From an optimization exercise on the open Yosys and OpenROAD flow, aimed at small area and few clock cycles; shortcuts taken in it are not production practice.
Where RTL was checked, it was by simulation tests only, not by an equivalence proof against the original.
For runs 4 and 5, only the layout was checked, not whether the RTL still works.
Power figures rest on the tool's default switching activity, not on a simulated workload.

--- flow/config.mk ---
export PLATFORM = sky130hd
export DESIGN_NAME = usb_tx_top
export DESIGN_NICKNAME = usb_tx_top
export VERILOG_FILES = /design/flow/design.v
export SDC_FILE = /design/flow/constraint.sdc
export NUM_CORES = 4
export LEC_CHECK = 0
export CAP_MARGIN = 20
export CORE_MARGIN = 2
export CORE_UTILIZATION = 40
export CTS_BUF_LIST = sky130_fd_sc_hd__clkbuf_8
export CTS_CLUSTER_DIAMETER = 60
export CTS_CLUSTER_SIZE = 20
export SLEW_MARGIN = 20
--- flow/constraint.sdc ---
create_clock -name core_clock -period 10.0 [get_ports {clock}]
set_input_delay 2.0000 -clock core_clock [delete_from_list [all_inputs] [get_ports {clock}]]
set_output_delay 2.0000 -clock core_clock [all_outputs]
set_load 0.01 [all_outputs]
--- flow/design.v ---
`default_nettype none
package usb_tx_pkg;
  typedef logic [7:0] host_byte_t;
  typedef struct packed {
    logic [3:0] check;
    logic [3:0] pid_type;
  } pid_fields_t;
  typedef union packed {
    logic [7:0]  raw;
    pid_fields_t f;
  } pid_t;
  typedef struct packed {
    logic [7:0] data;
    logic       last;   
    logic       pid;    
  } buf_entry_t;
  typedef struct packed {
    logic drive;   
    logic dp;
    logic dm;
  } line_t;
endpackage
`default_nettype wire
`timescale 1ns/1ps
`default_nettype none
module host_write_port (
  input  logic                   clock,
  input  logic                   reset,
  input  logic                   req,
  input  usb_tx_pkg::host_byte_t wdata,
  output logic                   ack,
  output logic                   pid_error,
  output logic                   wr_en,
  input  logic                   wr_slot,
  input  logic                   full,
  output logic                   hdr_done,   
  input  logic                   pending
);
  typedef enum logic [1:0] {PH_LEN = 2'd0, PH_PID = 2'd1, PH_DATA = 2'd2} phase_t;
  phase_t     phase;
  logic [5:0] rem;      
  logic       pid_ok;
  logic       good;
  logic       last_in;
  logic       can;
  logic       accept;
  assign good     = (phase == PH_PID) ? (wdata[7:4] == ~wdata[3:0]) : pid_ok;
  assign last_in  = (rem == 6'd1);
  assign hdr_done = !(phase == PH_DATA && pid_ok);
  assign can    = (phase == PH_LEN) || !good ||
                  (wr_slot && !full && (phase == PH_DATA || !pending));
  assign accept = req && !ack && can;
  assign wr_en  = accept && phase != PH_LEN && good;
  always_ff @(posedge clock) begin
    if (reset) begin
      ack       <= 1'b0;
      pid_error <= 1'b0;
      phase     <= PH_LEN;
    end else begin
      ack       <= accept || (ack && req);
      pid_error <= accept && phase != PH_LEN && last_in && !good;
      if (accept) begin
        if (phase == PH_LEN) phase <= (wdata[5:0] != '0) ? PH_PID : PH_LEN;
        else                 phase <= last_in ? PH_LEN : PH_DATA;
      end
    end
  end
  always_ff @(posedge clock) begin
    if (accept) rem <= (phase == PH_LEN) ? wdata[5:0] : rem - 6'd1;
    if (accept && phase == PH_PID) pid_ok <= good;
  end
endmodule
`default_nettype wire
`timescale 1ns/1ps
`default_nettype none
module packet_buffer (
  input  logic       clock,
  input  logic       reset,
  input  logic       wr_en,
  input  logic [7:0] wdata,
  output logic       wr_slot,    
  input  logic       rd_en,
  output logic       rd_slot,    
  output logic [7:0] tap,
  output logic       full,
  output logic       empty
);
  localparam int K = 31;
  localparam logic [4:0] Z     = 5'b11111;
  localparam logic [4:0] Z_M3  = 5'b10011;   
  logic [K*8-1:0] ring;
  logic [4:0]     wt;
  logic [4:0]     rt;
  logic           lw;    
  assign tap     = ring[K*8-1 -: 8];
  assign wr_slot = (wt == Z);
  assign rd_slot = (rt == Z);
  assign full    = (wt == rt) && lw;
  assign empty   = (wt == rt) && !lw;
  always_ff @(posedge clock) begin
    ring <= {ring[K*8-9:0], wr_en ? wdata : tap};
  end
  always_ff @(posedge clock) begin
    if (reset) begin
      wt <= Z;
      rt <= Z;
      lw <= 1'b0;
    end else begin
      wt <= wr_en ? Z_M3 : {wt[3:0], wt[4] ^ wt[2]};
      rt <= rd_en ? Z_M3 : {rt[3:0], rt[4] ^ rt[2]};
      if (wr_en || rd_en) lw <= wr_en;
    end
  end
endmodule
`default_nettype wire
`timescale 1ns/1ps
`default_nettype none
module line_serializer (
  input  logic              clock,
  input  logic              reset,
  input  logic              hdr_done,  
  output logic              pending,   
  input  logic              rd_slot,
  input  logic              empty,
  input  logic [7:0]        tap,
  output logic              rd_en,
  output usb_tx_pkg::line_t line,
  output logic              busy
);
  typedef enum logic [2:0] {
    S_IDLE = 3'b000,
    S_SYNC = 3'b001,
    S_PID  = 3'b010,
    S_DATA = 3'b011,
    S_CRC  = 3'b100,
    S_TAIL = 3'b110    
  } state_t;
  state_t      state;
  logic [1:0]  cyc;
  logic [2:0]  ones;
  logic [2:0]  bit_idx;
  logic [7:0]  sh;        
  logic [7:0]  nx;
  logic        nxv;
  logic        shv;       
  logic        lvl;
  logic        crc_lo;    
  logic [15:0] crc;
  logic        drained;   
  logic bit_sh;
  logic tick, stuff, tail, stream, in_byte, in_crc, cur, din;
  logic bitstep, bytedone, start, preload, sh_load, se0;
  assign tick     = (cyc == 2'd3);
  assign stuff    = (ones == 3'd6);
  assign busy     = (state != S_IDLE);
  assign tail     = (state == S_TAIL);
  assign stream   = busy && !tail;
  assign in_byte  = (state == S_PID) || (state == S_DATA);
  assign in_crc   = (state == S_CRC);
  assign bit_sh   = sh[bit_idx];
  assign cur      = (state == S_SYNC) ? (bit_idx == 3'd7) : in_crc ? ~crc[0] : bit_sh;
  assign din      = in_crc ? crc[0] : bit_sh;
  assign bitstep  = tick && stream && !stuff;
  assign bytedone = bitstep && (bit_idx == 3'd7);
  assign start    = !busy && hdr_done && (!empty || nxv || shv);
  assign preload  = (!busy || state == S_SYNC) && !shv && nxv;
  assign sh_load  = preload || (bytedone && in_byte && nxv);
  assign rd_en    = !nxv && rd_slot && !empty && !(busy && drained);
  assign pending  = !empty || (busy ? !drained : (nxv || shv));
  assign se0  = tail && (bit_idx[0] ^ bit_idx[1]);
  assign line = {busy, busy && !se0 && lvl, busy && !se0 && !lvl};
  always_ff @(posedge clock) begin
    if (rd_en) nx <= tap;
    if (sh_load) sh <= nx;
    if (state == S_SYNC) crc <= 16'hFFFF;
    else if (bitstep && (state == S_DATA || in_crc))
      crc <= {1'b0, crc[15:1]} ^ ((crc[0] ^ din) ? 16'hA001 : 16'h0000);
    if (start) ones <= '0;
    else if (tick) ones <= (stuff || !cur || tail) ? 3'd0 : ones + 3'd1;
    if (start) lvl <= 1'b1;
    else if (tick && (stuff || (!cur && stream))) lvl <= !lvl;
    else if (tick && tail && bit_idx == 3'd2) lvl <= 1'b1;
  end
  always_ff @(posedge clock) begin
    if (reset) begin
      state   <= S_IDLE;
      nxv     <= 1'b0;
      shv     <= 1'b0;
      cyc     <= '0;
      bit_idx <= '0;
      drained <= 1'b0;
    end else begin
      cyc     <= busy ? cyc + 2'd1 : 2'd0;
      drained <= busy && (drained || empty);
      if (rd_en) nxv <= 1'b1;
      else if (sh_load) nxv <= 1'b0;
      if (bytedone && state == S_SYNC) shv <= 1'b0;
      else if (preload) shv <= 1'b1;
      if (start) bit_idx <= '0;
      else if (tick && !stuff) bit_idx <= bit_idx + 3'd1;
      if (bytedone && state == S_SYNC) crc_lo <= (sh[1:0] == 2'b11);
      else if (bytedone && in_crc) crc_lo <= 1'b0;
      if (start) state <= S_SYNC;
      else if (tick) begin
        case (state)
          S_SYNC:  if (bytedone) state <= S_PID;
          S_PID, S_DATA:
            if (bytedone) state <= nxv ? S_DATA : crc_lo ? S_CRC : S_TAIL;
          S_CRC:   if (bytedone && !crc_lo) state <= S_TAIL;
          S_TAIL:  if (!stuff && bit_idx == 3'd3) state <= S_IDLE;
          default: state <= S_IDLE;
        endcase
      end
    end
  end
endmodule
`default_nettype wire
`timescale 1ns/1ps
`default_nettype none
module usb_tx_top (
  input  logic                   clock,
  input  logic                   reset,
  input  logic                   req,
  input  usb_tx_pkg::host_byte_t wdata,
  output logic                   ack,
  output logic                   pid_error,
  output usb_tx_pkg::line_t      line,
  output logic                   busy
);
  logic       wr_en;
  logic       full;
  logic       empty;
  logic       wr_slot;
  logic       rd_slot;
  logic       rd_en;
  logic [7:0] tap;
  logic       hdr_done;
  logic       pending;
  host_write_port u_host_write_port (
    .clock     (clock),
    .reset     (reset),
    .req       (req),
    .wdata     (wdata),
    .ack       (ack),
    .pid_error (pid_error),
    .wr_en     (wr_en),
    .wr_slot   (wr_slot),
    .full      (full),
    .hdr_done  (hdr_done),
    .pending   (pending)
  );
  packet_buffer u_packet_buffer (
    .clock   (clock),
    .reset   (reset),
    .wr_en   (wr_en),
    .wdata   (wdata),
    .wr_slot (wr_slot),
    .rd_en   (rd_en),
    .rd_slot (rd_slot),
    .tap     (tap),
    .full    (full),
    .empty   (empty)
  );
  line_serializer u_line_serializer (
    .clock    (clock),
    .reset    (reset),
    .hdr_done (hdr_done),
    .pending  (pending),
    .rd_slot  (rd_slot),
    .empty    (empty),
    .tap      (tap),
    .rd_en    (rd_en),
    .line     (line),
    .busy     (busy)
  );
endmodule
`default_nettype wire
--- flow/flow/run.sh ---
#!/bin/bash
# The standard layout with two changes: synthesis maps the logic with an
# area-oriented ABC script (flow/synth.tcl, flow/area.abc), and the port
# buffers are the smallest buffer cell. Each step's output goes to its own log.
set -euo pipefail
here=$(pwd)
export BUFFER_PORTS_ARGS="-buffer_cell sky130_fd_sc_hd__buf_1"
export AREA_ABC_SCRIPT=$here/flow/area.abc
export FLOW_SYNTH_TCL=$here/synth_recipe.tcl
sed -E "s#SYNTH_SCRIPT=('[^']*'|[^ ]*)#SYNTH_SCRIPT=$here/flow/synth.tcl#" standard.sh > area_synth.sh
grep -q "SYNTH_SCRIPT=$here/flow/synth.tcl" area_synth.sh
bash area_synth.sh synth > synth_step.log 2>&1
bash standard.sh > layout_steps.log 2>&1
--- flow/flow/area.abc ---
&get -n
&st
&dch -f
&nf -R 1000
&put
strash
&get -n
&st
&dch -f
&nf -R 1000
&put
topo
dnsize -c
--- flow/flow/synth.tcl ---
# The standard flow's synthesis script, with ABC's logic mapping done by the area-oriented
# script flow/area.abc instead of ORFS's speed script. Registers are untouched.
proc abc {args} {
  set new {}
  set skip 0
  foreach a $args {
    if {$skip} { set skip 0; continue }
    if {$a eq "-script"} { set skip 1; lappend new -script $::env(AREA_ABC_SCRIPT); continue }
    lappend new $a
  }
  yosys abc {*}$new
}
source $::env(FLOW_SYNTH_TCL)
--- flow/standard.sh ---
#!/bin/bash
# synth_recipe.tcl (not shown) runs the flow's synth.tcl, then flattens the netlist and writes it again
# the make line also repeats each setting of config.mk as NAME=value (left out here)
make -C /OpenROAD-flow-scripts/flow DESIGN_CONFIG=/design/flow/config.mk WORK_HOME=/design/flow/orfs CLKGATE_MAP_FILE= SYNTH_SCRIPT=/design/flow/synth_recipe.tcl "${@:-finish}"
==> flow_summary.json, run 1 <==
{
  "status": "timing/DRC/antenna clean",
  "nNetsFinal": 617,
  "worst-endpoint-arrival_ns": 2.44,
  "period_needed_ns": 4.444,
  "place.gp.congestion": 0.8067,
  "max_slew_margin_pct": 30.74,
  "io_buffers": 16,
  "period_share_pct": 44.44,
  "synth_cell_types": 41,
  "placedCellCount": 839,
  "worstMarginPinSlew_ns": 1.039,
  "core_area_mm2": 0.01959,
  "h-tree-depth": 1,
  "cts_resized": 0,
  "slowest_delay_ns": 0.77,
  "cts_buffers": 20,
  "wire_per_inst_um": 12.48,
  "grt_first_pass_wirelength_um": 18220,
  "grt_overflow": 0,
  "post-route-util_pct": 44.75,
  "layout_commonest_cell": "dfxtp_1",
  "crit_fanout": 7,
  "worst_ep_required_time_ns": 8.00,
  "startpoint_type": "flip-flop",
  "dieWidth_um": 145.6,
  "syn_area_mm2": 0.008024,
  "slew_viol_final": 0,
  "cts.sinks": 318,
  "hpwl_um": 7030,
  "routedLengthMet1_um": 5428,
  "layout_common_cells": "dfxtp_1 (294), nor2_1 (51), nand2_1 (25), a21oi_1 (24), edfxtp_1 (24)",
  "post_drt_via_cell_ratio": 4.383,
  "grt_max_degree": 24,
  "finClkSkew_ns": 0.01914,
  "synth_nets": 578,
  "area_growth_pct": 9.262,
  "power_mw": 2.127,
  "initial_core_util_pct": 40.96,
  "synth_ff_type": "dfxtp_1",
  "powerDensity_mw_per_mm2": 242.6,
  "met2_length_um": 4713,
  "cts_tree": "done",
  "postPlaceCellArea_mm2": 0.008416,
  "ys_seq_elements": 318,
  "clock_tree.root_cell": "clkbuf_8",
  "wl_met3_um": 509,
  "avgSynthCellArea_um2": 14.38,
  "grt_util_all_layers_pct": 10.37,
  "postCtsSetupBuffers": 0,
  "antenna_found_initial": 0,
  "die_h_um": 145.6,
  "vias": 3818,
  "maxCapViolCount": 0,
  "grt_pass1_vias": 3802,
  "final-setup-viol-count": 0,
  "ir_drop_v": 0.0001394,
  "path_clk_slew_ns": 0.12,
  "layout-drive-gt1-share_pct": 4.793,
  "cts_hold_buffers": 0,
  "synthArstFlopShare_pct": 0,
  "ant_nets": 0,
  "critPathKind": "reg2out",
  "clk_latency_ns": 0.53,
  "hold_viol": 0,
  "seq_area_frac_synth_pct": 82.33,
  "wl_um": 10870,
  "final_area_mm2": 0.008767,
  "synth-edff-count": 24,
  "first_iter_violations": 178,
  "maxUsedRoutingLayer": "met4",
  "setup_tns_ns": 0,
  "ios": 17,
  "crit_slowest_cell": "nor3_1",
  "crit_chain": "nor3_1 > clkinv_1 > buf_1",
  "final_cell_count_no_fill": 871,
  "hold_path.class": "reg2reg",
  "syn_inst": 558,
  "drc": 0,
  "rsz0062_at_grt": "false",
  "num_rows": 51,
  "ys_warn_count": 3,
  "dr.pass1.iters": 5,
  "fmax_mhz": 225.0,
  "endpoint_kind": "output port",
  "leakage_nw": 3.336,
  "clk_path_buf_depth": 3,
  "dieArea_mm2": 0.02121
}
-- layout make-up --
type | instances | area, um2
fill | 1814 | 10820
sequential | 318 | 6606
multi-input combinational | 225 | 1358
tap | 265 | 331.6
clock buffer | 21 | 289.0
timing repair buffer | 18 | 72.57
clock inverter | 9 | 55.05
inverter | 14 | 52.55
antenna | 1 | 2.502
-- metal layers --
| metal | vias up | global-route usage, % |
|---|---|---|
| met5 | - | 0 |
| met4 | 0 | 3.578 |
| met3 | 21 | 2.288 |
| met2 | 64 | 15.83 |
| met1 | 1803 | 14.66 |
| li1 | 1930 | - |
-- cells in the mapped netlist, types with 2 or more instances --
master      n  area, um2
a21o_1      4      30.03
ha_1        9      112.6
or2_0       5      31.28
a21oi_1    24      120.1
and2_0      3      18.77
xor2_1      5      43.79
clkinv_1   14      52.55
nor2_1     51      191.4
nor3_1      8      40.04
o22ai_1     2      12.51
edfxtp_1   24      720.7
nand4_1     2      12.51
nand2_1    25      93.84
mux2i_1     2      20.02
xnor2_1    10      87.58
nand3b_1    3      22.52
o21ai_0    21      105.1
nor2b_1     3      18.77
a31oi_1     2      12.51
nor3b_1     3      22.52
dfxtp_1   294       5886
a211oi_1    4      30.03
mux2_1      8      90.09
a22oi_1     2      15.01
nand2b_1    3      18.77
mux4_2      2      45.04
nand3_1     9      45.04
o211ai_1    3      22.52
-- worst max-delay path, delay by kind of cell, from the launching register on --
family                 cells  cell delay (ns)
and+or+nand+nor            1             0.77
DFF                        1             0.39
buffers and inverters      2             0.74
-- sequential cells by signal, summed over array words and instances, names as in the netlist, 2 cells and up --
register                   cells
u_line_serializer.nx           8
u_host_write_port.phase        2
u_packet_buffer.wt             5
u_line_serializer.ones         3
u_packet_buffer.ring         248
u_host_write_port.rem          6
u_line_serializer.bit_idx      3
u_line_serializer.cyc          2
u_line_serializer.sh           8
u_line_serializer.crc         16
u_packet_buffer.rt             5
u_line_serializer.state        3
-- logic make-up after synthesis --
group / Yosys count / synth area share, %
mux: 12 / 1.934
compound gates: 69 / 5.052
flops: 318 / 82.33
xor+xnor: 15 / 1.637
simple gates: 120 / 6.892
fa+ha+maj: 9 / 1.403
buf+inv: 15 / 0.7485
-- where the power goes --
part	switching, mW	internal (mW)
clock network	0.354	0.200
logic	0.0909	0.0538
registers	0.0397	1.39
-- final timing paths --
check	startpoint	endpoint	slack (ns)	cells past startpoint
setup reg to reg	u_line_serializer.state[0]$_SDFFE_PP0P_	u_packet_buffer.ring[1]$_DFF_P_	6.33	10
hold reg to reg	u_packet_buffer.ring[216]$_DFF_P_	u_packet_buffer.ring[224]$_DFF_P_	0.33	0
hold / removal	u_packet_buffer.ring[216]$_DFF_P_	u_packet_buffer.ring[224]$_DFF_P_	0.33	0
setup / recovery	u_line_serializer.state[0]$_SDFFE_PP0P_	busy	5.56	3
-- metrics by stage --
stage	setup WS (ns)	hold slack, ns
floorplan	5.645	0.3096
global placement	5.893	0.3096
detailed placement	5.681	0.3121
CTS	5.557	0.3261
global route	5.366	0.3352
finish	5.556	0.3287
Testbench counts, summed over its fixed seeds: cycles 131,526.
==> run 2, diff against run 1 <==
--- a/flow/config.mk
+++ b/flow/config.mk
@@ -10,5 +10,5 @@
 export CORE_UTILIZATION = 40
-export CTS_BUF_LIST = sky130_fd_sc_hd__clkbuf_8
-export CTS_CLUSTER_DIAMETER = 60
-export CTS_CLUSTER_SIZE = 20
+export CTS_BUF_LIST = sky130_fd_sc_hd__clkbuf_4
+export CTS_CLUSTER_DIAMETER = 40
+export CTS_CLUSTER_SIZE = 12
 export SLEW_MARGIN = 20
==> run 2 against run 1 <==
Power grew 3.7%. Sequential cell count did not move. Non-clock buffer count stayed put. Final cell count up 2.6%. Setup slack got worse by 0.095 ns. Sequential share of layout area is 0.76 points lower. Synthesized area unchanged. Wire length up 1.9%. Combinational power is essentially flat. Clock-buffer cell count grew 19. Clock skew rose by 0.0097 ns. Largest power group unchanged.
==> flow_summary.json, run 2 <==
{
  "post-place-ws_ns": 5.681,
  "wire_per_inst_um": 12.39,
  "crit_slowest_cell": "nor3_1",
  "rsz0062_at_grt": "false",
  "grt_first_pass_wirelength_um": 18550,
  "postCtsSetupBuffers": 0,
  "crit_fanout": 7,
  "h-tree-depth": 2,
  "status": "timing/DRC/antenna clean",
  "pwr-share-clk_pct": 28.7,
  "synthArstFlopShare_pct": 0,
  "ios": 17,
  "hold_viol": 0,
  "slew_viol_final": 0,
  "layout_commonest_cell": "dfxtp_1",
  "synth.area.top_cells": "dfxtp_1 (73%), edfxtp_1 (9.0%), nor2_1 (2.4%)",
  "critPathKind": "reg2out",
  "synth_nets": 578,
  "io_buffers": 16,
  "ir_drop_v": 0.0001478,
  "syn_inst": 558,
  "finClkSkew_ns": 0.02886,
  "avgSynthCellArea_um2": 14.38,
  "final-setup-viol-count": 0,
  "p_comb_share_pct": 6.6,
  "holdPathEnd": "u_packet_buffer.ring[65]$_DFF_P_",
  "ant_nets": 0,
  "critPathTopFamily": "simple AND/OR/NAND/NOR gates",
  "max_flop_register": "u_packet_buffer.ring",
  "layout-drive-gt1-share_pct": 8.599,
  "switchingPower_mw": 0.5127,
  "powerDensity_mw_per_mm2": 249.1,
  "fmax_mhz": 220.3,
  "startpoint_type": "flip-flop",
  "cts_buffers": 36,
  "seq_area_frac_synth_pct": 82.33,
  "synth_most_common_cell": "dfxtp_1",
  "setup_tns_ns": 0,
  "syn_area_mm2": 0.008024,
  "worst_r2r_path_depth": 10,
  "slowest_delay_ns": 0.79,
  "post_drt_via_cell_ratio": 4.369,
  "r2r_slack_ns": 6.30,
  "synth_ff_type": "dfxtp_1",
  "ys_seq_elements": 318,
  "cts.sinks": 318,
  "clock_tree.root_cell": "clkbuf_4",
  "drc": 0,
  "min_path_cells": 0,
  "num_rows": 51,
  "path_clk_slew_ns": 0.11,
  "layout_common_cells": "dfxtp_1 (294), nor2_1 (51), clkbuf_4 (40), nand2_1 (25)",
  "crit_chain": "nor3_1 > clkinv_1 > buf_1",
  "first_iter_violations": 228,
  "area_growth_pct": 10.37,
  "worstMarginPinSlew_ns": 1.055,
  "swShare_pct": 23.25,
  "ys_warn_count": 3,
  "vias": 3906,
  "grt_pass1_vias": 3942,
  "dieWidth_um": 145.6,
  "core_area_mm2": 0.01959,
  "die_h_um": 145.6,
  "grt_max_degree": 24,
  "cts_resized": 0,
  "timing.rr.end": "u_packet_buffer.ring[5]$_DFF_P_",
  "yosys.area.top_type": "dfxtp_1",
  "endpoint_kind": "output port",
  "r2r-start": "u_line_serializer.state[0]$_SDFFE_PP0P_",
  "wl_um": 11080,
  "grt_util_all_layers_pct": 10.72,
  "reg.largest.list": "u_packet_buffer.ring (248), u_line_serializer.crc (16)",
  "hpwl_um": 7030,
  "post-route-util_pct": 45.21,
  "maxCapViolCount": 0,
  "dr.pass1.iters": 6,
  "clk_latency_ns": 0.61,
  "dieArea_mm2": 0.02121,
  "p_seq_share_pct": 64.7,
  "period_share_pct": 45.39,
  "worst-endpoint-arrival_ns": 2.54,
  "min_from": "u_packet_buffer.ring[57]$_DFF_P_",
  "hold_path.class": "reg2reg",
  "grt_overflow": 0,
  "p_int_mw": 1.693,
  "largest_reg_flops": 248,
  "whs_ns": 0.3250,
  "layout_setup_ws_ns": 5.461,
  "leakage_nw": 3.390,
  "initial_core_util_pct": 40.96,
  "nNetsFinal": 633,
  "ys_top_cells_by_count": "dfxtp_1 (294), nor2_1 (51), nand2_1 (25)",
  "synth_top_area_share_pct": 73.35,
  "antenna_found_initial": 0,
  "synth_cell_types": 41,
  "max_slew_margin_pct": 29.67,
  "period_needed_ns": 4.539,
  "place.gp.congestion": 0.8067,
  "worst_ep_required_time_ns": 8.00,
  "power_mw": 2.206,
  "cts_tree": "done",
  "synth-edff-count": 24,
  "cp_num_buf_inv": 2,
  "clk_path_buf_depth": 3,
  "cts_hold_buffers": 0
}
run 2: cell count changes in the layout (fill, tap and decap cells not counted), sizes merged:
cell,change
bufinv,+2
clkbuf,+19
clkinv,+7
inv,-5
run 2: cell type report:
type | count | area, um2
well taps | 265 | 331.6
flip-flops and latches | 318 | 6606
repair buffers | 18 | 72.57
multi-input cells | 225 | 1358
clock buffers | 40 | 300.3
diodes | 1 | 2.502
clock inverters | 13 | 132.6
fillers | 1807 | 10730
inverters | 14 | 52.55
run 2: worst max path at each step:
| stage | start | end | cells past startpoint |
|---|---|---|---|
| floorplan | wdata[1] | u_packet_buffer.ring[0]$_DFF_P_ | 8 |
| global placement | wdata[0] | u_packet_buffer.ring[1]$_DFF_P_ | 9 |
| detailed placement | wdata[1] | u_packet_buffer.ring[5]$_DFF_P_ | 9 |
| CTS | u_line_serializer.state[0]$_SDFFE_PP0P_ | line[2] | 3 |
| global route | u_line_serializer.state[0]$_SDFFE_PP0P_ | line[2] | 3 |
| finish | u_line_serializer.state[0]$_SDFFE_PP0P_ | busy | 3 |
run 2: routing by layer:
layer  track usage, %  share of wire (%)  wire length, um  vias up
met1            14.62                 50             5595     1840
met5                0                  0                0        -
met3            3.448                4.2              462       22
li1                 -                  -                -     1984
met4            4.216                2.1              230        0
met2            15.95                 43             4792       60
run 2: worst reg2reg max path, cell delays in order (launching register included):
cell      delay, ns
dfxtp_1        0.39
nor3_1         0.79
clkinv_1       0.52
nor3_1         0.25
a21oi_1        0.08
o22ai_1        0.11
nand3_1        0.09
a311oi_1       0.38
and2_0         0.23
nand2_1        0.32
mux2_1         0.44
run 2: through the flow:
step | std cells | cell area, um2
3_3_place_gp | 839 | 8416
4_1_cts | 892 | 8848
2_1_floorplan | 558 | 8024
3_5_place_dp | 839 | 8416
5_1_grt | 893 | 8853
6_report | 894 | 8856
run 2: cells by family after synthesis:
logic type	after synthesis	synth area share (%)
AOI/OAI and AO/OA	69	5.052
buffers and inverters	15	0.7485
muxes	12	1.934
and+or+nand+nor	120	6.892
xor gates and xnor gates	15	1.637
DFF	318	82.33
adders and majority gates	9	1.403
run 2: power by group through the flow:
| stage | sequential, mW | clock (mW) | combinational (mW) |
|---|---|---|---|
| global route | 1.44 | 0.716 | 0.164 |
| CTS | 1.43 | 0.664 | 0.144 |
| detailed placement | 1.46 | 0 | 0.143 |
| global placement | 1.45 | 0 | 0.139 |
| floorplan | 1.44 | 0 | 0.109 |
| finish | 1.43 | 0.633 | 0.145 |
==> run 3, diff against run 2 <==
--- a/flow/config.mk
+++ b/flow/config.mk
@@ -9,3 +9,3 @@
 export CORE_MARGIN = 2
-export CORE_UTILIZATION = 40
+export CORE_UTILIZATION = 70
 export CTS_BUF_LIST = sky130_fd_sc_hd__clkbuf_4
==> run 3 against run 2 <==
Critical path depth unchanged. Hold slack worse by 0.0060 ns. Die area is 42% lower. Final area is 3.2% lower. Power down 5.0%. Register-to-register slack gained 0.24 ns. Maximum frequency grew 3.9%. Combinational power is essentially flat.
==> flow_summary.json, run 3 <==
{
  "status": "timing/DRC/antenna clean",
  "ys_top_cells_by_count": "dfxtp_1 (294), nor2_1 (51), nand2_1 (25)",
  "ys_warn_count": 3,
  "cts_buffers": 31,
  "synth_ff_type": "dfxtp_1",
  "endpoint_kind": "output port",
  "cp_num_buf_inv": 2,
  "vias": 3900,
  "synthXorXnorAreaFrac_pct": 1.637,
  "avgSynthCellArea_um2": 14.38,
  "postPlaceCellArea_mm2": 0.008263,
  "nNetsFinal": 627,
  "slowest_delay_ns": 0.66,
  "layout-drive-gt1-share_pct": 7.305,
  "rsz0062_at_grt": "false",
  "grt_first_pass_wirelength_um": 18230,
  "synth_compound_area_share_pct": 5.052,
  "wire_per_inst_um": 14.32,
  "reg.largest.list": "u_packet_buffer.ring (248), u_line_serializer.crc (16)",
  "clk_latency_ns": 0.65,
  "synthSimpleGateAreaFrac_pct": 6.892,
  "ir_drop_v": 0.0001914,
  "final_area_mm2": 0.008576,
  "path_clk_slew_ns": 0.12,
  "synth-edff-count": 24,
  "io_buffers": 16,
  "wl_um": 10880,
  "ys_seq_elements": 318,
  "h-tree-depth": 1,
  "crit_chain": "nor3_1 > clkinv_1 > buf_1",
  "seq_area_frac_synth_pct": 82.33,
  "synth_cell_types": 41,
  "initial_core_util_pct": 70.88,
  "first_iter_violations": 304,
  "startpoint_type": "flip-flop",
  "grt_util_all_layers_pct": 18.44,
  "critPathKind": "reg2out",
  "max_flop_register": "u_packet_buffer.ring",
  "grt_overflow": 0,
  "syn_area_mm2": 0.008024,
  "dieArea_mm2": 0.01234,
  "syn_inst": 558,
  "leakage_nw": 3.328,
  "worstMarginPinSlew_ns": 0.9182,
  "synth_nets": 578,
  "grt_max_degree": 24,
  "hold_path.class": "reg2reg",
  "synth_top_area_share_pct": 73.35,
  "slew_viol_final": 0,
  "die_h_um": 111.1,
  "area_growth_pct": 6.877,
  "hold_viol": 0,
  "max_slew_margin_pct": 38.78,
  "synth_most_common_cell": "dfxtp_1",
  "drc": 0,
  "critPathTopFamily": "buffers and inverters",
  "synth.area.top_cells": "dfxtp_1 (73%), edfxtp_1 (9.0%), nor2_1 (2.4%)",
  "cts_tree": "done",
  "period_share_pct": 43.67,
  "powerDensity_mw_per_mm2": 244.3,
  "largest_reg_flops": 248,
  "grt_pass1_vias": 3826,
  "cts_resized": 0,
  "yosys-mux-area-fraction_pct": 1.934,
  "dr.pass1.iters": 5,
  "synthArstFlopShare_pct": 0,
  "layout_commonest_cell": "dfxtp_1",
  "core_area_mm2": 0.01132,
  "worst-endpoint-arrival_ns": 2.37,
  "ant_nets": 0,
  "setup_tns_ns": 0,
  "worst_ep_required_time_ns": 8.00,
  "hpwl_um": 7006,
  "post_drt_via_cell_ratio": 5.132,
  "maxCapViolCount": 0,
  "clk_path_buf_depth": 3,
  "antenna_found_initial": 1,
  "clock_tree.root_cell": "clkbuf_4",
  "layout_common_cells": "dfxtp_1 (294), nor2_1 (51), clkbuf_4 (37), nand2_1 (25), edfxtp_1 (24)",
  "crit_slowest_cell": "nor3_1",
  "cts_hold_buffers": 0,
  "place.gp.congestion": 0.8044,
  "yosys.area.top_type": "dfxtp_1",
  "finClkSkew_ns": 0.03047,
  "postCtsSetupBuffers": 0,
  "fmax_mhz": 229.0,
  "synthAdderAreaFrac_pct": 1.403,
  "post-route-util_pct": 75.75,
  "final-setup-viol-count": 0,
  "cts.sinks": 318,
  "period_needed_ns": 4.367,
  "synth_top_family_by_area": "simple AND/OR/NAND/NOR gates",
  "num_rows": 39,
  "crit_fanout": 8,
  "dieWidth_um": 111.1,
  "ios": 17
}
## run 3: logic make-up (layout without fill, tap and decap cells)
group / count (synthesis) / after routing
AOI/OAI and AO/OA: 69 / 69
xor gates and xnor gates: 15 / 15
adders and majority gates: 9 / 9
buffers and inverters: 15 / 73
DFF: 318 / 318
muxes: 12 / 12
other: 0 / 1
and+or+nand+nor: 120 / 120
## run 3: metrics by stage
step | power (mW) | instances | setup slack (ns) | hold slack (ns)
finish | 2.095 | 760 | 5.633 | 0.3190
global route | 2.191 | 760 | 5.403 | 0.3282
CTS | 2.117 | 759 | 5.576 | 0.3294
detailed placement | 1.601 | 717 | 5.633 | 0.3121
global placement | 1.592 | 717 | 5.821 | 0.3096
floorplan | 1.551 | 558 | 5.645 | 0.3096
## run 3: worst reg2reg max path, cell delays in order (launching register included)
cell and delay, ns:
dfxtp_1 0.39, nor3_1 0.66, clkinv_1 0.45, nor3_1 0.23
a21oi_1 0.07, o22ai_1 0.11, nand3_1 0.10, a311oi_1 0.32
and2_0 0.24, nand2_1 0.33, mux2_1 0.43
## run 3: power breakdown
part           internal, mW  switching [mW]
clock                 0.174           0.348
combinational        0.0530          0.0917
sequential             1.39          0.0400
## run 3: path summary, 6_finish.rpt
check / depth (start not counted) / to / startpoint / slack [ns]
max: 3 / busy / u_line_serializer.state[2]$_SDFFE_PP0P_ / 5.63
min: 0 / u_packet_buffer.ring[139]$_DFF_P_ / u_packet_buffer.ring[131]$_DFF_P_ / 0.32
max reg2reg: 10 / u_packet_buffer.ring[4]$_DFF_P_ / u_line_serializer.state[2]$_SDFFE_PP0P_ / 6.54
min reg2reg: 0 / u_packet_buffer.ring[139]$_DFF_P_ / u_packet_buffer.ring[131]$_DFF_P_ / 0.32
## run 3: per-layer routing
metal | vias to the layer above | GRT usage (%) | part of all wire, %
met2 | 94 | 28.59 | 44
met3 | 25 | 3.882 | 4.9
met4 | 0 | 7.325 | 2.7
met1 | 1819 | 25.94 | 49
li1 | 1962 | - | -
met5 | - | 0 | 0
## run 3: cell type report
class / count / area [um2]
diodes: 1 / 2.502
flip-flops and latches: 318 / 6606
well taps: 143 / 178.9
clock inverters: 5 / 28.78
repair buffers: 17 / 67.56
clock buffers: 37 / 277.8
multi-input cells: 225 / 1361
inverters: 14 / 52.55
fillers: 742 / 2745
==> run 4, diff against run 3 <==
--- a/flow/design.v
+++ b/flow/design.v
@@ -149,3 +149,3 @@
   logic        drained;   
-  logic bit_sh;
+  logic bit_sh, fb, hdr;
   logic tick, stuff, tail, stream, in_byte, in_crc, cur, din;
@@ -162,2 +162,4 @@
   assign din      = in_crc ? crc[0] : bit_sh;
+  assign fb       = crc[0] ^ din;
+  assign hdr      = (state == S_SYNC) || (state == S_PID);
   assign bitstep  = tick && stream && !stuff;
@@ -174,10 +176,4 @@
     if (sh_load) sh <= nx;
-    if (state == S_SYNC) crc <= 16'hFFFF;
-    else if (bitstep && (state == S_DATA || in_crc))
-      crc <= {1'b0, crc[15:1]} ^ ((crc[0] ^ din) ? 16'hA001 : 16'h0000);
-    if (start) ones <= '0;
-    else if (tick) ones <= (stuff || !cur || tail) ? 3'd0 : ones + 3'd1;
-    if (start) lvl <= 1'b1;
-    else if (tick && (stuff || (!cur && stream))) lvl <= !lvl;
-    else if (tick && tail && bit_idx == 3'd2) lvl <= 1'b1;
+    if (bitstep)
+      crc <= {hdr || fb, crc[15], crc[14] ^ (fb && !hdr), crc[13:2], crc[1] ^ (fb && !hdr)};
   end
@@ -189,5 +185,9 @@
       cyc     <= '0;
-      bit_idx <= '0;
       drained <= 1'b0;
+      ones    <= '0;
+      lvl     <= 1'b1;
     end else begin
+      if (tick) ones <= (stuff || !cur || tail) ? 3'd0 : ones + 3'd1;
+      if (tick && (stuff || (!cur && stream))) lvl <= !lvl;
+      else if (tick && tail && bit_idx == 3'd2) lvl <= 1'b1;
       cyc     <= busy ? cyc + 2'd1 : 2'd0;
@@ -198,3 +198,3 @@
       else if (preload) shv <= 1'b1;
-      if (start) bit_idx <= '0;
+      if (!busy) bit_idx <= '0;
       else if (tick && !stuff) bit_idx <= bit_idx + 3'd1;
--- a/flow/config.mk
+++ b/flow/config.mk
@@ -10,5 +10,5 @@
 export CORE_UTILIZATION = 70
-export CTS_BUF_LIST = sky130_fd_sc_hd__clkbuf_4
-export CTS_CLUSTER_DIAMETER = 40
-export CTS_CLUSTER_SIZE = 12
+export CTS_BUF_LIST = sky130_fd_sc_hd__clkbuf_8
+export CTS_CLUSTER_DIAMETER = 60
+export CTS_CLUSTER_SIZE = 20
 export SLEW_MARGIN = 20
==> run 4 against run 3 <==
Critical path depth grew 6. Utilization is 1.9 points higher. Clock power is 2% higher. Clock skew shrank 0.0088 ns. Hold slack better by 0.0027 ns. Setup slack better by 0.54 ns. Maximum frequency increased by 14%. Non-clock buffer count is 1 higher. Via count fell by 8.5%. Register-to-register slack improved by 0.49 ns. Global-route usage about the same.
==> flow_summary.json, run 4 <==
{
  "status": "timing/DRC/antenna clean",
  "crit_chain": "buf_1 > o22ai_1 > a221oi_1 > nand3_1 > o21ai_0 > a31oi_1 > and3_1 > nand2_1 > mux2_1",
  "ios": 17,
  "path_clk_slew_ns": 0.11,
  "crit_fanout": 12,
  "worst-endpoint-arrival_ns": 4.24,
  "max_flop_register": "u_packet_buffer.ring",
  "setup_tns_ns": 0,
  "synth_most_common_cell": "dfxtp_1",
  "synth_cell_types": 35,
  "cts_hold_buffers": 0,
  "slew_viol_final": 0,
  "max_slew_margin_pct": 31.56,
  "avgSynthCellArea_um2": 15.58,
  "hpwl_um": 6637,
  "first_iter_violations": 259,
  "synth_ff_type": "dfxtp_1",
  "postCtsSetupBuffers": 0,
  "seq_area_frac_synth_pct": 85.19,
  "wl_um": 10850,
  "ys_warn_count": 3,
  "slowest_delay_ns": 0.37,
  "ant_nets": 0,
  "grt_max_degree": 23,
  "layout_common_cells": "dfxtp_1 (275), edfxtp_1 (43), nand2_1 (34), nor2_1 (29), a21oi_1 (21)",
  "maxCapViolCount": 0,
  "dieWidth_um": 110.8,
  "dieArea_mm2": 0.01227,
  "rsz0062_at_grt": "false",
  "synth.area.top_cells": "dfxtp_1 (69%), edfxtp_1 (16%), nand2_1 (1.6%)",
  "synth_nets": 532,
  "initial_core_util_pct": 72.64,
  "period_share_pct": 38.24,
  "fmax_mhz": 261.5,
  "min_from": "u_packet_buffer.ring[235]$_DFF_P_",
  "cts.sinks": 318,
  "synth_top_area_share_pct": 69.01,
  "wire_per_inst_um": 15.55,
  "layout-drive-gt1-share_pct": 4.480,
  "whs_ns": 0.3216,
  "finClkSkew_ns": 0.02169,
  "die_h_um": 110.8,
  "timing.rr.end": "u_packet_buffer.ring[2]$_DFF_P_",
  "nNetsFinal": 570,
  "ys_seq_elements": 318,
  "powerDensity_mw_per_mm2": 250.1,
  "fill_cells": 635,
  "largest_reg_flops": 248,
  "hold_viol": 0,
  "r2r-start": "u_packet_buffer.rt[2]$_SDFF_PP1_",
  "period_needed_ns": 3.824,
  "reg.largest.list": "u_packet_buffer.ring (248), u_line_serializer.crc (16)",
  "vias": 3568,
  "cts_buffers": 19,
  "startpoint_type": "primary input",
  "clk_path_buf_depth": 3,
  "worstMarginPinSlew_ns": 1.027,
  "worst_r2r_path_depth": 10,
  "synthArstFlopShare_pct": 0,
  "layout_commonest_cell": "dfxtp_1",
  "final-setup-viol-count": 0,
  "critPathKind": "in2reg",
  "syn_inst": 512,
  "dr.pass1.iters": 4,
  "r2r_slack_ns": 7.03,
  "holdPathEnd": "u_packet_buffer.ring[243]$_DFF_P_",
  "endpoint_kind": "flip-flop",
  "h-tree-depth": 1,
  "placedCellCount": 669,
  "drc": 0,
  "io_buffers": 16,
  "cts_resized": 0,
  "n_antenna_cell": 0,
  "crit_slowest_cell": "mux2_1",
  "grt_first_pass_wirelength_um": 18310,
  "leakage_nw": 3.301,
  "final_cell_count_no_fill": 698,
  "clock_tree.root_cell": "clkbuf_8",
  "ys_top_cells_by_count": "dfxtp_1 (275), edfxtp_1 (43), nand2_1 (34)",
  "core_area_mm2": 0.01098,
  "ir_drop_v": 0.0002150,
  "seqCellArea_mm2": 0.006797,
  "grt_util_all_layers_pct": 18.47,
  "grt_pass1_vias": 3682,
  "multi_input_area_mm2": 0.001132,
  "yosys.area.top_type": "dfxtp_1",
  "antenna_found_initial": 0,
  "area_growth_pct": 6.964,
  "syn_area_mm2": 0.007978,
  "worst_ep_required_time_ns": 10.42,
  "num_rows": 38,
  "min_path_cells": 0,
  "grt_overflow": 0,
  "clk_latency_ns": 0.52,
  "hold_path.class": "reg2reg",
  "synth-edff-count": 43,
  "place.gp.congestion": 0.8421,
  "cts_tree": "done",
  "post_drt_via_cell_ratio": 5.112
}
[run 4: changes by cell type in the layout (fill, tap and decap cells not counted), sizes merged, moves of 9 or more]
cell    previous run  this run
dfxtp            294       275
nand2             25        34
o21ai             21         5
edfxtp            24        43
clkbuf            37        20
nor2              51        29
[run 4: cell families after synthesis]
family	after synthesis	share of synthesized area (%)
adders and majority gates	9	1.412
muxes	12	1.945
DFF	318	85.19
xor gates and xnor gates	16	1.757
and+or+nand+nor	103	5.960
buffers and inverters	12	0.6117
AOI/OAI and AO/OA	42	3.121
[run 4: routing by layer]
metal  vias to the layer above  global-route usage [%]  part of all wire (%)
li1                       1776                       -                     -
met1                      1690                   26.35                    47
met2                        79                   29.65                    46
met3                        23                   2.788                   4.3
met4                         0                   6.000                   2.3
met5                         -                       0                     0
[run 4: through the flow]
| step | instance area [um2] | total power, mW | util [%] | setup slack, ns |
|---|---|---|---|---|
| 2_1_floorplan | 7978 | 1.579 | - | 6.267 |
| 3_3_place_gp | 8220 | 1.619 | 74.85 | 5.841 |
| 3_5_place_dp | 8220 | 1.630 | 74.85 | 5.729 |
| 4_1_cts | 8533 | 2.149 | 77.69 | 6.132 |
| 5_1_grt | 8533 | 2.228 | 77.69 | 5.996 |
| 6_report | 8533 | 2.134 | 77.69 | 6.176 |
[run 4: power by group]
| group | switching, mW | internal, mW |
|---|---|---|
| sequential | 0.0430 | 1.40 |
| clock | 0.345 | 0.186 |
| combinational | 0.0966 | 0.0613 |
| total | 0.484 | 1.65 |
[run 4: cell type report]
class / count / share of cell area (%)
Timing Repair Buffer: 18 / 0.8798
Clock inverter: 9 / 0.4399
Multi-Input combinational cell: 182 / 13.27
Inverter: 11 / 0.4839
Tap cell: 140 / 2.053
Sequential cell: 318 / 79.65
Clock buffer: 20 / 3.226
[run 4: worst max path at each step]
stage | cells after the start | startpoint | end
2_1_floorplan | 7 | wdata[4] | u_packet_buffer.ring[0]$_DFF_P_
3_3_place_gp | 9 | wdata[2] | u_packet_buffer.ring[0]$_DFF_P_
3_5_place_dp | 9 | wdata[4] | u_packet_buffer.ring[3]$_DFF_P_
4_1_cts | 5 | u_line_serializer.bit_idx[0]$_SDFFCE_PP0P_ | line[1]
5_1_grt | 5 | u_line_serializer.bit_idx[0]$_SDFFCE_PP0P_ | line[0]
6_report | 9 | wdata[2] | u_packet_buffer.ring[2]$_DFF_P_
[run 4: critical path: cells and delay by family]
kind / cells / cell delay [ns]
mux: 1 / 0.37
buf+inv: 1 / 0.22
simple gates: 3 / 0.73
compound gates: 4 / 0.91
==> run 5, diff against run 4 <==
--- a/flow/config.mk
+++ b/flow/config.mk
@@ -9,3 +9,3 @@
 export CORE_MARGIN = 2
-export CORE_UTILIZATION = 70
+export CORE_UTILIZATION = 40
 export CTS_BUF_LIST = sky130_fd_sc_hd__clkbuf_8
==> run 5 against run 4 <==
Via count is essentially flat. Maximum frequency is essentially flat. Still clean on timing, DRC and antenna. Combinational power fell by 3%. Non-clock buffer count unchanged. Highest routed layer unchanged. Final area up 2.6%. Hold slack gained 0.0012 ns. Synthesized cell count did not move.
==> flow_summary.json, run 5 <==
{
  "syn_inst": 512,
  "post_drt_via_cell_ratio": 4.321,
  "startpoint_type": "flip-flop",
  "ios": 17,
  "layout-drive-gt1-share_pct": 5.169,
  "synth-edff-count": 43,
  "rsz0062_at_grt": "false",
  "ys_top_cells_by_count": "dfxtp_1 (275), edfxtp_1 (43), nand2_1 (34)",
  "layout_setup_ws_ns": 6.176,
  "io_buffers": 16,
  "num_rows": 51,
  "cts_tree": "done",
  "antenna_found_initial": 0,
  "worst_r2r_path_depth": 10,
  "r2r_slack_ns": 7.12,
  "crit_fanout": 5,
  "dieArea_mm2": 0.02109,
  "avgSynthCellArea_um2": 15.58,
  "clk_latency_ns": 0.53,
  "path_clk_slew_ns": 0.11,
  "die_h_um": 145.2,
  "final-setup-viol-count": 0,
  "layout_common_cells": "dfxtp_1 (275), edfxtp_1 (43), nand2_1 (34), nor2_1 (29)",
  "worstMarginPinSlew_ns": 1.057,
  "ys_warn_count": 3,
  "worst_ep_required_time_ns": 8.00,
  "ys_seq_elements": 318,
  "whs_ns": 0.3229,
  "holdPathEnd": "u_packet_buffer.ring[224]$_DFF_P_",
  "finClkSkew_ns": 0.03152,
  "h-tree-depth": 1,
  "hpwl_um": 6401,
  "core_area_mm2": 0.01953,
  "place.gp.congestion": 0.8003,
  "min_from": "u_packet_buffer.ring[216]$_DFF_P_",
  "syn_area_mm2": 0.007978,
  "grt_max_degree": 23,
  "worst-endpoint-arrival_ns": 1.82,
  "endpoint_kind": "output port",
  "slew_viol_final": 0,
  "grt_first_pass_wirelength_um": 17750,
  "max_slew_margin_pct": 29.52,
  "synth_ff_type": "dfxtp_1",
  "initial_core_util_pct": 40.86,
  "cts_buffers": 20,
  "largest_reg_flops": 248,
  "hold_path.class": "reg2reg",
  "postPlaceCellArea_mm2": 0.008377,
  "grt_pass1_vias": 3608,
  "seq_area_frac_synth_pct": 85.19,
  "hold_viol": 0,
  "area_growth_pct": 9.693,
  "timing.rr.end": "u_packet_buffer.ring[7]$_DFF_P_",
  "final_cell_count_no_fill": 826,
  "cts_hold_buffers": 0,
  "critPathKind": "reg2out",
  "leakage_nw": 3.332,
  "layout_commonest_cell": "dfxtp_1",
  "wl_um": 10210,
  "placedCellCount": 794,
  "min_path_cells": 0,
  "synth_cell_types": 35,
  "cts_resized": 0,
  "period_share_pct": 38.24,
  "ant_nets": 0,
  "period_needed_ns": 3.824,
  "max_flop_register": "u_packet_buffer.ring",
  "dr.pass1.iters": 4,
  "grt_overflow": 0,
  "r2r-start": "u_packet_buffer.rt[2]$_SDFF_PP1_",
  "drc": 0,
  "nNetsFinal": 571,
  "n_antenna_cell": 0,
  "maxCapViolCount": 0,
  "vias": 3569,
  "grt_util_all_layers_pct": 10.02,
  "post-route-util_pct": 44.82,
  "status": "timing/DRC/antenna clean",
  "cts.sinks": 318,
  "power_mw": 2.177,
  "clock_tree.root_cell": "clkbuf_8",
  "dieWidth_um": 145.2,
  "wire_per_inst_um": 12.36,
  "ir_drop_v": 0.0001296,
  "powerDensity_mw_per_mm2": 248.7,
  "postCtsSetupBuffers": 0,
  "synth_top_area_share_pct": 69.01,
  "fmax_mhz": 261.5,
  "synth.area.top_cells": "dfxtp_1 (69%), edfxtp_1 (16%), nand2_1 (1.6%)",
  "synth_most_common_cell": "dfxtp_1",
  "synthArstFlopShare_pct": 0,
  "clk_path_buf_depth": 3,
  "synth_nets": 532,
  "final_area_mm2": 0.008751,
  "post-place-ws_ns": 5.688,
  "first_iter_violations": 165,
  "setup_tns_ns": 0,
  "yosys.area.top_type": "dfxtp_1",
  "reg.largest.list": "u_packet_buffer.ring (248), u_line_serializer.crc (16)"
}
-- run 5: cell counts after synthesis --
No cell type changed its count.
-- run 5: per-layer routing --
metal / wire [um] / GRT usage (%) / up-vias
met5: 0 / 0 / -
met4: 307 / 3.382 / 0
met3: 384 / 2.547 / 26
met2: 4299 / 14.81 / 42
met1: 5221 / 14.37 / 1715
li1: - / - / 1786
-- run 5: worst max-delay path by stage --
stage / from / end / slack (ns) / cells past startpoint
final: u_line_serializer.bit_idx[0]$_SDFFCE_PP0P_ / line[1] / 6.18 / 5
after global routing: u_line_serializer.bit_idx[0]$_SDFFCE_PP0P_ / line[1] / 6.01 / 5
after global placement: wdata[0] / u_packet_buffer.ring[1]$_DFF_P_ / 5.80 / 9
after detailed placement: wdata[0] / u_packet_buffer.ring[7]$_DFF_P_ / 5.69 / 9
after floorplan: wdata[4] / u_packet_buffer.ring[0]$_DFF_P_ / 6.27 / 7
after CTS: u_line_serializer.bit_idx[0]$_SDFFCE_PP0P_ / line[1] / 6.11 / 5
-- run 5: power breakdown --
part,switching [mW],internal (mW)
clock,0.353,0.226
sequential,0.0414,1.40
combinational,0.0923,0.0610
total,0.487,1.69
-- run 5: cell type report --
cell class,instances,area [um2]
flip-flops and latches,318,6797
inverters,11,41.29
fillers,1769,10780
clock inverters,11,85.08
repair buffers,18,75.07
well taps,265,331.6
multi-input cells,182,1132
clock buffers,21,289.0
-- run 5: kinds of logic (layout without fill, tap and decap cells) --
kind of cell | count (synthesis) | in the layout | share of synthesized area (%)
AND/OR/NAND/NOR | 103 | 103 | 5.960
buffers and inverters | 12 | 61 | 0.6117
flip-flops | 318 | 318 | 85.19
adder cells (fa/ha/maj) | 9 | 9 | 1.412
multiplexers | 12 | 12 | 1.945
XOR/XNOR | 16 | 16 | 1.757
AO/OA/AOI/OAI | 42 | 42 | 3.121
-- run 5: critical path, stage by stage (launching register included) --
cell and delay [ns]:
edfxtp_1 0.50, clkinv_1 0.11, ha_1 0.30, nor2_1 0.06
nor3b_1 0.18, buf_1 0.17
==> run 6, diff against run 5 <==
--- a/flow/design.v
+++ b/flow/design.v
@@ -38,6 +38,7 @@
 );
-  typedef enum logic [1:0] {PH_LEN = 2'd0, PH_PID = 2'd1, PH_DATA = 2'd2} phase_t;
-  phase_t     phase;
-  logic [5:0] rem;      
+  logic [5:0] rem;        
+  logic       pid_next;   
   logic       pid_ok;
+  logic       len_in;
+  logic       pid_in;
   logic       good;
@@ -46,9 +47,10 @@
   logic       accept;
-  assign good     = (phase == PH_PID) ? (wdata[7:4] == ~wdata[3:0]) : pid_ok;
+  assign len_in   = (rem == '0);
+  assign pid_in   = !len_in && pid_next;
+  assign good     = pid_in ? (wdata[7:4] == ~wdata[3:0]) : pid_ok;
   assign last_in  = (rem == 6'd1);
-  assign hdr_done = !(phase == PH_DATA && pid_ok);
-  assign can    = (phase == PH_LEN) || !good ||
-                  (wr_slot && !full && (phase == PH_DATA || !pending));
+  assign hdr_done = len_in || pid_in || !pid_ok;
+  assign can    = len_in || !good || (wr_slot && !full && !(pid_in && pending));
   assign accept = req && !ack && can;
-  assign wr_en  = accept && phase != PH_LEN && good;
+  assign wr_en  = accept && !len_in && good;
   always_ff @(posedge clock) begin
@@ -57,10 +59,7 @@
       pid_error <= 1'b0;
-      phase     <= PH_LEN;
+      rem       <= '0;
     end else begin
       ack       <= accept || (ack && req);
-      pid_error <= accept && phase != PH_LEN && last_in && !good;
-      if (accept) begin
-        if (phase == PH_LEN) phase <= (wdata[5:0] != '0) ? PH_PID : PH_LEN;
-        else                 phase <= last_in ? PH_LEN : PH_DATA;
-      end
+      pid_error <= accept && last_in && !good;
+      if (accept) rem <= len_in ? wdata[5:0] : rem - 6'd1;
     end
@@ -68,4 +67,4 @@
   always_ff @(posedge clock) begin
-    if (accept) rem <= (phase == PH_LEN) ? wdata[5:0] : rem - 6'd1;
-    if (accept && phase == PH_PID) pid_ok <= good;
+    if (accept) pid_next <= len_in;
+    if (accept && pid_in) pid_ok <= good;
   end
--- a/flow/config.mk
+++ b/flow/config.mk
@@ -9,3 +9,3 @@
 export CORE_MARGIN = 2
-export CORE_UTILIZATION = 40
+export CORE_UTILIZATION = 70
 export CTS_BUF_LIST = sky130_fd_sc_hd__clkbuf_8
==> run 6 against run 5 <==
Still clean. Sequential share of layout area increased by 1.4 points. Utilization grew 33 points. Hold slack got worse by 0.0042 ns. Largest cell class unchanged. Highest routed layer unchanged.
==> flow_summary.json, run 6 <==
{
  "startpoint_type": "flip-flop",
  "whs_ns": 0.3187,
  "clk_latency_ns": 0.54,
  "grt_max_degree": 33,
  "synth_most_common_cell": "dfxtp_1",
  "slowest_delay_ns": 0.48,
  "dieWidth_um": 110.6,
  "path_clk_slew_ns": 0.12,
  "drc": 0,
  "layout_common_cells": "dfxtp_1 (279), edfxtp_1 (38), nor2_1 (29), nand2_1 (20), clkbuf_8 (19)",
  "grt.busiest_layer": "met2",
  "ys_top_cells_by_count": "dfxtp_1 (279), edfxtp_1 (38), nor2_1 (29)",
  "synth_cell_types": 36,
  "initial_core_util_pct": 72.45,
  "p_int_mw": 2.051,
  "synth-edff-count": 38,
  "cts_hold_buffers": 0,
  "hold_path.class": "reg2reg",
  "die_h_um": 110.6,
  "synthSimpleGateAreaFrac_pct": 5.503,
  "synth_top_area_share_pct": 70.19,
  "r2r_slack_ns": 6.19,
  "core_area_mm2": 0.01098,
  "synthAdderAreaFrac_pct": 1.415,
  "yosys-mux-area-fraction_pct": 2.091,
  "synth_top_family_by_area": "simple AND/OR/NAND/NOR gates",
  "synthArstFlopShare_pct": 0,
  "status": "timing/DRC/antenna clean",
  "max_flop_register": "u_packet_buffer.ring",
  "fill_cells": 642,
  "postCtsSetupBuffers": 0,
  "gr-usage-met3_pct": 2.799,
  "place.gp.congestion": 0.8523,
  "final_area_mm2": 0.008509,
  "p_comb_share_pct": 13.0,
  "hold_viol": 0,
  "met2_usage_pct": 26.95,
  "worstMarginPinSlew_ns": 1.047,
  "grt_util_all_layers_pct": 17.58,
  "wl_um": 10350,
  "synth_ff_type": "dfxtp_1",
  "io_buffers": 16,
  "dr.pass1.iters": 4,
  "synthXorXnorAreaFrac_pct": 1.981,
  "grt_first_pass_wirelength_um": 17350,
  "nNetsFinal": 568,
  "worst-endpoint-arrival_ns": 2.09,
  "ys_seq_elements": 317,
  "maxCapViolCount": 0,
  "seq_area_frac_synth_pct": 84.53,
  "antenna_found_initial": 0,
  "finClkSkew_ns": 0.03616,
  "ys_warn_count": 3,
  "ant_nets": 0,
  "num_rows": 38,
  "synth_nets": 528,
  "power_mw": 2.752,
  "globalRouteMet1Util_pct": 25.67,
  "rsz0062_at_grt": "false",
  "vias": 3516,
  "cts_buffers": 19,
  "layout_commonest_cell": "dfxtp_1",
  "setup_tns_ns": 0,
  "syn_area_mm2": 0.007958,
  "cts.sinks": 317,
  "period_share_pct": 40.92,
  "first_iter_violations": 182,
  "worst_ep_required_time_ns": 8.00,
  "ios": 17,
  "cts_resized": 0,
  "crit_chain": "nor3_1 > clkbuf_2 > clkinv_1 > buf_1",
  "grt_overflow": 0,
  "placedCellCount": 666,
  "largest_reg_flops": 248,
  "n_antenna_cell": 0,
  "swShare_pct": 25.45,
  "switchingPower_mw": 0.7003,
  "clk_path_buf_depth": 3,
  "endpoint_kind": "output port",
  "leakage_nw": 3.299,
  "wire_per_inst_um": 14.92,
  "crit_slowest_cell": "nor3_1",
  "area_growth_pct": 6.934,
  "synth_compound_area_share_pct": 3.774,
  "final_cell_count_no_fill": 694,
  "dieArea_mm2": 0.01224,
  "period_needed_ns": 4.092,
  "critPathKind": "reg2out",
  "avgSynthCellArea_um2": 15.66,
  "h-tree-depth": 1,
  "ir_drop_v": 0.0002158,
  "max_slew_margin_pct": 30.07,
  "pwr-share-clk_pct": 18.9,
  "yosys.area.top_type": "dfxtp_1",
  "grt_pass1_vias": 3489,
  "postPlaceCellArea_mm2": 0.008208,
  "p_seq_share_pct": 68.1,
  "synth.area.top_cells": "dfxtp_1 (70%), edfxtp_1 (14%), ha_1 (1.4%)",
  "cts_tree": "done",
  "reg.largest.list": "u_packet_buffer.ring (248), u_line_serializer.crc (16)",
  "final-setup-viol-count": 0,
  "clock_tree.root_cell": "clkbuf_8",
  "syn_inst": 508,
  "powerDensity_mw_per_mm2": 323.4,
  "layout-drive-gt1-share_pct": 4.874,
  "post_drt_via_cell_ratio": 5.066,
  "slew_viol_final": 0,
  "crit_fanout": 7,
  "hpwl_um": 6473,
  "fmax_mhz": 244.4
}
run 6: path summary, 6_finish.rpt:
| kind | startpoint | end | cells after the start |
|---|---|---|---|
| max reg2reg | u_line_serializer.state[1]$_SDFFE_PP0P_ | u_packet_buffer.wt[3]$_SDFF_PP1_ | 11 |
| max | u_line_serializer.state[1]$_SDFFE_PP0P_ | line[2] | 4 |
| min reg2reg | u_packet_buffer.ring[43]$_DFF_P_ | u_packet_buffer.ring[51]$_DFF_P_ | 0 |
| min | u_packet_buffer.ring[43]$_DFF_P_ | u_packet_buffer.ring[51]$_DFF_P_ | 0 |
run 6: stage by stage:
step / setup slack, ns / utilization, %
finish: 5.908 / 77.48
CTS: 5.424 / 77.43
floorplan: 5.421 / -
global placement: 5.541 / 74.73
detailed placement: 5.387 / 74.73
global route: 5.638 / 77.48
run 6: layer usage:
layer | up-vias | wire, um | part of all wire [%]
met5 | - | 0 | 0
met3 | 23 | 319 | 3.1
met4 | 0 | 293 | 2.8
met2 | 65 | 4660 | 45
met1 | 1656 | 5081 | 49
li1 | 1772 | - | -
run 6: layout make-up:
cell class	count	area (um2)	share of cell area, %
timing repair buffer	20	87.58	1.029
multi-input combinational	177	1175	13.81
tap	140	175.2	2.059
clock buffer	19	261.5	3.073
inverter	13	48.80	0.5734
sequential	317	6726	79.05
clock inverter	8	35.03	0.4117
run 6: power groups by stage:
stage	combinational, mW	clock [mW]	sequential [mW]
after global routing	0.407	0.578	1.92
after global placement	0.338	0	1.89
after detailed placement	0.353	0	1.90
final	0.358	0.519	1.87
after floorplan	0.278	0	1.84
after CTS	0.358	0.534	1.88
run 6: worst max-delay path: cells and delay by family (launching register included):
kind | cells | cell delay (ns)
AND/OR/NAND/NOR | 1 | 0.48
flip-flops | 1 | 0.38
buffers and inverters | 3 | 0.71
run 6: cell families (layout without fill, tap and decap cells):
group / count (synthesis) / after routing
multiplexers: 13 / 13
XOR/XNOR: 18 / 18
AO/OA/AOI/OAI: 47 / 47
flip-flops: 317 / 317
buffers and inverters: 14 / 60
AND/OR/NAND/NOR: 90 / 90
adder cells (fa/ha/maj): 9 / 9
Testbench counts of run 6, summed over its fixed seeds: cycles 131,526.
==> run 7, diff against run 6 <==
--- a/flow/config.mk
+++ b/flow/config.mk
@@ -9,3 +9,3 @@
 export CORE_MARGIN = 2
-export CORE_UTILIZATION = 70
+export CORE_UTILIZATION = 80
 export CTS_BUF_LIST = sky130_fd_sc_hd__clkbuf_8
==> run 7 against run 6 <==
Clock power rose by 1%. Global-route usage up 8.3 points. Sequential cell count unchanged. Via count is 8.7% higher. Register-to-register slack improved by 0.43 ns. Utilization up 10 points. Clock skew is 0.00098 ns lower. Sequential share of layout area barely moved. Sequential power rose by 2%. Wire length is 28% higher. Maximum frequency increased by 3.9%. Highest routed layer unchanged.
==> flow_summary.json, run 7 <==
{
  "status": "timing/DRC/antenna clean",
  "power_mw": 2.829,
  "post-route-util_pct": 87.50,
  "hold_viol": 0,
  "powerDensity_mw_per_mm2": 332.3,
  "worst_r2r_path_depth": 11,
  "grt_overflow": 0,
  "path_depth": 11,
  "ys_top_cells_by_count": "dfxtp_1 (279), edfxtp_1 (38), nor2_1 (29)",
  "r2r_slack_ns": 6.62,
  "maxCapViolCount": 0,
  "setup.worst_path.start": "wdata[5]",
  "io_buffers": 16,
  "cts_hold_buffers": 0,
  "layout_common_cells": "dfxtp_1 (279), edfxtp_1 (38), nor2_1 (29), nand2_1 (20), clkbuf_8 (19)",
  "area_growth_pct": 6.981,
  "r2r-start": "u_line_serializer.state[1]$_SDFFE_PP0P_",
  "final_cell_count_no_fill": 689,
  "seq_area_frac_synth_pct": 84.53,
  "cts_buffers": 19,
  "fmax_mhz": 254.0,
  "synth.area.top_cells": "dfxtp_1 (70%), edfxtp_1 (14%), ha_1 (1.4%)",
  "cp_num_buf_inv": 3,
  "endpoint_kind": "flip-flop",
  "vias": 3821,
  "hold_path.class": "reg2reg",
  "cpMostUsedCell": "a31oi_1",
  "largest_reg_flops": 248,
  "synth_top_area_share_pct": 70.19,
  "grt_max_degree": 33,
  "ys_seq_elements": 317,
  "max_slew_margin_pct": 49.52,
  "leakage_nw": 3.311,
  "startpoint_type": "primary input",
  "path_clk_slew_ns": 0.11,
  "synth_nets": 528,
  "h-tree-depth": 1,
  "grt_util_all_layers_pct": 25.89,
  "syn_inst": 508,
  "grt_first_pass_wirelength_um": 21130,
  "crit_chain": "buf_1 > xor2_1 > nand4_1 > a31oi_1 > nand2_1 > a31oi_1 > nor3b_1 > buf_4 > nor2b_2 > clkinv_1 > a21o_1",
  "setup_tns_ns": 0,
  "layout_commonest_cell": "dfxtp_1",
  "slowest_delay_ns": 0.58,
  "avgSynthCellArea_um2": 15.66,
  "ys_warn_count": 3,
  "max_flop_register": "u_packet_buffer.ring",
  "synth_most_common_cell": "dfxtp_1",
  "fill_cells": 398,
  "dieArea_mm2": 0.01076,
  "antenna_found_initial": 0,
  "grt.busiest_layer": "met2",
  "timing.rr.end": "u_packet_buffer.wt[3]$_SDFF_PP1_",
  "num_rows": 36,
  "critPathKind": "in2reg",
  "grt_pass1_vias": 3987,
  "dieWidth_um": 103.7,
  "ir_drop_v": 0.0002643,
  "clock_tree.root_cell": "clkbuf_8",
  "syn_area_mm2": 0.007958,
  "ios": 17,
  "place.gp.congestion": 0.8038,
  "crit_fanout": 16,
  "dr.pass1.iters": 5,
  "synth-edff-count": 38,
  "worst-endpoint-arrival_ns": 4.37,
  "postCtsSetupBuffers": 0,
  "synth_cell_types": 36,
  "die_h_um": 103.7,
  "ant_nets": 0,
  "slew_viol_final": 0,
  "clk_latency_ns": 0.53,
  "reg.largest.list": "u_packet_buffer.ring (248), u_line_serializer.crc (16)",
  "worstMarginPinSlew_ns": 0.7521,
  "core_area_mm2": 0.009729,
  "layout-drive-gt1-share_pct": 5.036,
  "wl_um": 13280,
  "cts.sinks": 317,
  "post_drt_via_cell_ratio": 5.546,
  "period_needed_ns": 3.937,
  "hpwl_um": 8733,
  "first_iter_violations": 259,
  "synth_ff_type": "dfxtp_1",
  "critPathTopFamily": "simple AND/OR/NAND/NOR gates",
  "gr-usage-met3_pct": 4.342,
  "yosys.area.top_type": "dfxtp_1",
  "clk_path_buf_depth": 3,
  "cts_tree": "done",
  "wire_per_inst_um": 19.28,
  "final-setup-viol-count": 0,
  "whs_ns": 0.3143,
  "globalRouteMet1Util_pct": 32.21,
  "crit_end": "u_packet_buffer.wt[3]$_SDFF_PP1_",
  "synthArstFlopShare_pct": 0,
  "met2_usage_pct": 45.18,
  "period_share_pct": 39.37,
  "placedCellCount": 660,
  "finClkSkew_ns": 0.03518,
  "rsz0062_at_grt": "false",
  "crit_slowest_cell": "nor2b_2",
  "nNetsFinal": 568,
  "initial_core_util_pct": 81.79,
  "cts_resized": 0,
  "worst_ep_required_time_ns": 10.43,
  "n_antenna_cell": 0,
  "drc": 0
}
[run 7: worst reg2reg max path, delay by kind of cell, from the launching register on]
family	cells	cell delay, ns
AND/OR/NAND/NOR	3	1.03
flip-flops	1	0.39
buffers and inverters	4	0.96
AO/OA/AOI/OAI	4	0.90
[run 7: worst min path at each step]
stage | from | endpoint | slack (ns) | depth (start not counted)
floorplan | u_packet_buffer.ring[92]$_DFF_P_ | u_packet_buffer.ring[100]$_DFF_P_ | 0.31 | 0
global placement | u_packet_buffer.ring[157]$_DFF_P_ | u_packet_buffer.ring[165]$_DFF_P_ | 0.31 | 0
detailed placement | u_packet_buffer.ring[205]$_DFF_P_ | u_packet_buffer.ring[213]$_DFF_P_ | 0.31 | 0
CTS | u_packet_buffer.ring[35]$_DFF_P_ | u_packet_buffer.ring[43]$_DFF_P_ | 0.32 | 0
global route | u_packet_buffer.ring[35]$_DFF_P_ | u_packet_buffer.ring[43]$_DFF_P_ | 0.31 | 0
finish | u_packet_buffer.ring[35]$_DFF_P_ | u_packet_buffer.ring[43]$_DFF_P_ | 0.31 | 0
[run 7: report_power, final]
part	internal (mW)	leakage, nW	total (mW)	switching [mW]
sequential	1.73	2.63	1.91	0.177
clock	0.179	0.183	0.524	0.345
combinational	0.149	0.498	0.398	0.249
total	2.06	3.31	2.83	0.771
[run 7: logic make-up (layout without fill, tap and decap cells)]
family,Yosys count,count (layout),share of synthesized area (%)
adders and majority gates,9,9,1.415
AOI/OAI and AO/OA,47,47,3.774
xor gates and xnor gates,18,18,1.981
buffers and inverters,14,62,0.7076
DFF,317,317,84.53
and+or+nand+nor,90,90,5.503
muxes,13,13,2.091
[run 7: area by class of cell]
type                            instances  area [um2]  area share, %
Inverter                               13       48.80         0.5732
Clock inverter                         10       42.54         0.4997
Tap cell                              133       166.4          1.955
Multi-Input combinational cell        177        1177          13.83
Clock buffer                           19       261.5          3.072
Timing Repair Buffer                   20       90.09          1.058
Sequential cell                       317        6726          79.01
[run 7: metal layers]
layer	vias up	part of all wire [%]
met3	42	5.5
met2	156	51
met1	1847	40
met5	-	0
met4	0	3.8
li1	1776	-
[run 7: through the flow]
step / setup WS (ns) / instance area, um2
after CTS: 5.787 / 8511
final: 6.063 / 8513
after global placement: 5.639 / 8207
after global routing: 5.904 / 8513
after detailed placement: 5.327 / 8207
after floorplan: 5.421 / 7958

-- what the ideal ports hide --
How much do the figures lean on ideal ports? The routed layouts below were timed once more, with nothing changed but the port constraints.
Step 1 assumes that a clkbuf_16 drives the clock port and a buf_2 every other input.
Step 2, shift: input delay + t, output delay - t, t = (earliest + latest rising clock arrival at the registers) / 2. This alone moves slack from input paths to output paths.
a / b / c = no drivers / after step 1 / after step 2; a / b = the first two.
run	shift t [ns]	setup slack, ns	slew at the worst register clock pin (ns)
run 1	0.560	5.556 / 5.520 / 5.704	0.12 / 0.12
run 2	0.625	5.461 / 5.430 / 5.651	0.12 / 0.12
run 3	0.669	5.633 / 5.596 / 5.606	0.12 / 0.12
run 4	0.545	6.176 / 6.142 / 5.635	0.12 / 0.12
run 5	0.552	6.176 / 6.141 / 5.668	0.12 / 0.12
run 6	0.552	5.908 / 5.873 / 5.412	0.12 / 0.12
run 7	0.553	6.063 / 6.028 / 5.518	0.12 / 0.12
After both steps every run listed still meets setup and hold. The setup slack of run 7, which loses most, moves by -0.035 ns with the drivers and by -0.545 ns with both steps.
